What follows belongs to an exercise in optimizing a design on an open flow for small area and a short achievable clock period; a production flow would make more cautious choices.
At most, simulation tests tie the RTL to the original design; equivalence was not proved.
No activity file was given, so power comes from the tool's default toggle rates.

==> module fpu_addsub, before the edit <==
module fpu_addsub (
	input  fpu_pkg::fpu_instr_t        instr,
	input  fpu_pkg::fpu_float_t        a,
	input  fpu_pkg::fpu_float_t        b,
	output logic [34:0]                s,           
	output logic [8-1:0]      e_w,         
	output logic                       sign,        
	output logic                       float_sel,   
	output logic                       addsub,
	output logic                       eff_sub,     
	output logic                       spec,        
	output logic                       qnan,        
	output logic                       ftoi_ovf,
	output logic                       ftoi_nan,
	output logic                       invalid
);
	localparam int EW = 8;
	localparam int MW = 23;
	wire cop1   = (instr.op1 == 6'b010001);
	wire fmt_s  = (instr.fmt == 5'b10000);
	wire op_as  = cop1 && fmt_s && (instr.op2[5:1] == 5'd0);
	wire op_abs = cop1 && fmt_s && (instr.op2 == 6'b000101);
	wire op_neg = cop1 && fmt_s && (instr.op2 == 6'b000111);
	wire op_f2i = cop1 && (instr.fmt == 5'b00000) && (instr.op2 == 6'b000000);
	wire op_i2f = cop1 && (instr.fmt == 5'b00100) && (instr.op2 == 6'b000000);
	wire a_ez   = (a.exp == '0);
	wire b_ez   = (b.exp == '0);
	wire a_spec = &a.exp;
	wire b_spec = &b.exp;
	wire a_nan  = a_spec && (a.man != '0);
	wire b_nan  = b_spec && (b.man != '0);
	wire [MW:0]   a_m = {!a_ez, a.man};
	wire [MW:0]   b_m = {!b_ez, b.man};
	wire [EW-1:0] a_e = {a.exp[EW-1:1], a.exp[0] | a_ez};
	wire [EW-1:0] b_e = {b.exp[EW-1:1], b.exp[0] | b_ez};
	wire b_sign = b.sign ^ instr.op2[0];
	wire es     = a.sign ^ b_sign;
	logic [24:0] mge_s;
	fpu_pfx_add #(.W(24)) u_cmp (
		.x  (a_m),
		.y  (~b_m),
		.cin(1'b1),
		.s  (mge_s)
	);
	wire sp     = a_spec || b_spec;
	wire f_big  = (a.exp > 8'd158) || ((a.exp == 8'd158) && !(a.sign && (a.man == '0)));
	wire f_ok   = !f_big;
	wire [EW:0]   d_ab = {1'b0, a_e} - {1'b0, b_e};
	wire [EW-1:0] d_ba = b_e - a_e;
	wire [EW-1:0] d_f  = 8'd158 - a_e;
	wire [EW-1:0] d    = op_f2i ? d_f : d_ab[EW] ? d_ba : d_ab[EW-1:0];
	wire          a_ge = !d_ab[EW] && ((d_ab[EW-1:0] != '0) || mge_s[24]);
	wire w_a    = a_ge && !b_nan;    
	wire sel_lb = op_as && !sp && w_a;
	wire sel_la = (op_as && !sp && !w_a) || (op_f2i && f_ok);
	wire [MW:0] m_l = sel_lb ? b_m : (sel_la ? a_m : '0);
	wire [32:0] f = (d[7:6] != 2'b00) ? 33'd0 : ({m_l, 9'b0} >> d[5:0]);
	logic [MW:0] m_or [6];
	logic        st;
	always_comb begin
		m_or[0] = m_l;
		for (int l = 0; l < 5; l++)
			for (int i = 0; i <= MW; i++)
				m_or[l+1][i] = m_or[l][i] |
				               ((((i >> l) & 1) != 0) ? m_or[l][((i >> l) << l) - 1] : 1'b0);
		st = 1'b0;
		for (int i = 10; i < 34; i++)
			if (d == EW'(i))
				st = m_or[5][i-10];
		if (d >= 8'd34)
			st = m_or[5][MW];
	end
	wire [MW:0]  m_w = w_a ? a_m : b_m;
	wire [31:0]  x1n = {op_neg & ~a.sign, a.exp, a.man};
	wire [33:0]  x   = (op_abs | op_neg) ? {x1n, 2'b00} :
	                   op_as ? {m_w, 10'b0} : 34'd0;
	wire [33:0]  y   = {f, st} | (op_i2f ? {b, 2'b00} : 34'd0);
	wire sub = (op_as && !sp && es) || (op_f2i && a.sign) || (op_i2f && b.sign);
	wire [33:0] yx  = {y[33:1] ^ {33{sub}}, op_f2i | (y[0] ^ sub)};
	wire        y34 = sub && !op_i2f;
	wire        cin = sub || op_f2i;
	logic [35:0] s_full;
	fpu_pfx_add #(.W(35)) u_add (
		.x  ({1'b0, x}),
		.y  ({y34, yx}),
		.cin(cin),
		.s  (s_full)
	);
	assign s = s_full[34:0];
	assign e_w       = op_as ? (w_a ? a_e : b_e) : 8'd158;
	assign float_sel = op_as | op_i2f;
	assign addsub    = op_as;
	assign eff_sub   = op_as & es;
	assign spec      = op_as & sp;
	wire w_sign  = a_ge ? a.sign : b_sign;
	wire sp_sign = (a_spec && !b_spec) ? a.sign :
	               (!a_spec && b_spec) ? b_sign :
	               b_nan ? b.sign :
	               a_nan ? a.sign :
	               (es | a.sign);
	assign sign = op_as ? (sp ? sp_sign : w_sign) : b.sign;
	assign qnan = op_as & (a_nan | b_nan | (a_spec & b_spec & es));
	assign ftoi_nan = op_f2i & a_nan;
	assign ftoi_ovf = op_f2i & !a_nan & f_big;
	assign invalid  = !(op_as | op_abs | op_neg | op_f2i | op_i2f);
endmodule
export LEC_CHECK = 0
export ABC_AREA = 1
export CAP_MARGIN = 50
export CORE_MARGIN = 2
export CORE_UTILIZATION = 50
export PLACE_DENSITY = 0.65
export SLEW_MARGIN = 70
create_clock -name core_clock -period 19.0 [get_ports {clk}]
standard.sh (not shown) runs the stock make flow with config.mk's settings and CLKGATE_MAP_FILE= SYNTH_SCRIPT=/design/flow/synth_recipe.tcl, a recipe that flattens the netlist after the stock synthesis.
==> flow/flow/run.sh <==
#!/bin/bash
# Layout flow: the standard layout (standard.sh, with its standard synthesis unchanged)
# with two changes to how the layout is optimised, none to the constraints:
#  - every port still gets a buffer, but a sky130_fd_sc_hd__buf_2 rather than the default
#    cell buffer_ports picks;
#  - the resizer's repair_timing aims for 8.5 ns of setup slack, so it works on the
#    critical paths although the 19 ns clock is met anyway.
# make's output goes to standard.log; each ORFS step's tool log is copied to tool_logs/.
set -e
bash standard.sh finish SETUP_SLACK_MARGIN=8.5 "BUFFER_PORTS_ARGS=-buffer_cell sky130_fd_sc_hd__buf_2" > standard.log 2>&1
mkdir -p tool_logs
cp orfs/logs/*/*/*/*.log tool_logs/ 2>/dev/null || true
==> next run, changes <==
--- a/flow/design.v
+++ b/flow/design.v
@@ -127,29 +127,31 @@
 	wire [MW:0]   b_m = {!b_ez, b.man};
 	wire [EW-1:0] a_e = {a.exp[EW-1:1], a.exp[0] | a_ez};
 	wire [EW-1:0] b_e = {b.exp[EW-1:1], b.exp[0] | b_ez};
 	wire b_sign = b.sign ^ instr.op2[0];
 	wire es     = a.sign ^ b_sign;
-	logic [24:0] mge_s;
-	fpu_pfx_add #(.W(24)) u_cmp (
-		.x  (a_m),
-		.y  (~b_m),
+	logic [23:0] mge_s;
+	fpu_pfx_add #(.W(23)) u_cmp (
+		.x  (a.man),
+		.y  (~b.man),
 		.cin(1'b1),
 		.s  (mge_s)
 	);
 	wire sp     = a_spec || b_spec;
 	wire f_big  = (a.exp > 8'd158) || ((a.exp == 8'd158) && !(a.sign && (a.man == '0)));
 	wire f_ok   = !f_big;
-	wire [EW:0]   d_ab = {1'b0, a_e} - {1'b0, b_e};
-	wire [EW-1:0] d_ba = b_e - a_e;
-	wire [EW-1:0] d_f  = 8'd158 - a_e;
+	wire [EW:0]   d_ab = {1'b0, a.exp} - {1'b0, b.exp};
+	wire [EW-1:0] d_ba = b.exp - a.exp;
+	wire [EW-1:0] d_f  = 8'd158 - a.exp;
 	wire [EW-1:0] d    = op_f2i ? d_f : d_ab[EW] ? d_ba : d_ab[EW-1:0];
-	wire          a_ge = !d_ab[EW] && ((d_ab[EW-1:0] != '0) || mge_s[24]);
+	wire          a_ge = !d_ab[EW] && ((d_ab[EW-1:0] != '0) || mge_s[23]);
 	wire w_a    = a_ge && !b_nan;    
 	wire sel_lb = op_as && !sp && w_a;
 	wire sel_la = (op_as && !sp && !w_a) || (op_f2i && f_ok);
-	wire [MW:0] m_l = sel_lb ? b_m : (sel_la ? a_m : '0);
+	wire lo_ez  = sel_lb ? (b_ez & !a_ez) : (a_ez & !b_ez & !op_f2i);
+	wire [MW:0] m_l0 = sel_lb ? b_m : (sel_la ? a_m : '0);
+	wire [MW:0] m_l  = lo_ez ? {m_l0[MW-1:0], 1'b0} : m_l0;
 	wire [32:0] f = (d[7:6] != 2'b00) ? 33'd0 : ({m_l, 9'b0} >> d[5:0]);
 	logic [MW:0] m_or [6];
 	logic        st;
 	always_comb begin
 		m_or[0] = m_l;
Effect:
- cell area climbs by 4.0%
- sequential power is about the same
- worst hold slack hardly moves
- die area climbs by about 4.3%
- maximum frequency barely changes
- synthesized cell count climbs by about 3.8%
- global-route usage climbs by 1.0 points
- setup slack stays flat
No functional check of the RTL was part of the second run of this note.

## afterwards: timing with drivers on the ports
In the flow no input, the clock included, has a driving cell. The finished layouts below were timed again as built, in two steps. Step 1 (the two cells are an assumption about what drives the block):
set clk [get_ports {clk}]
set_driving_cell -lib_cell sky130_fd_sc_hd__clkbuf_16 $clk
set_driving_cell -lib_cell sky130_fd_sc_hd__buf_2 [delete_from_list [all_inputs] $clk]
Step 2 moves the port delays by t, midway between the first and last clock arrival at a register: inputs arrive t later, outputs are due t later. That takes back most of the time a late clock gives input paths. a / b / c = ideal ports / drivers / drivers and shift; a / b = the first two.
run	shift t [ns]	setup WS [ns]	hold slack, ns	latest minus earliest clock arrival (ns)
the first run	0.326	8.863 / 8.883 / 8.557	3.261 / 3.245 / 3.571	0.011 / 0.011
the second run	0.336	8.862 / 8.883 / 8.551	3.259 / 3.238 / 3.574	0.011 / 0.011
After both steps setup and hold are still met in every run listed. For the second run, which loses most, drivers alone change the setup slack by +0.021 ns; drivers and shift together by -0.311 ns.
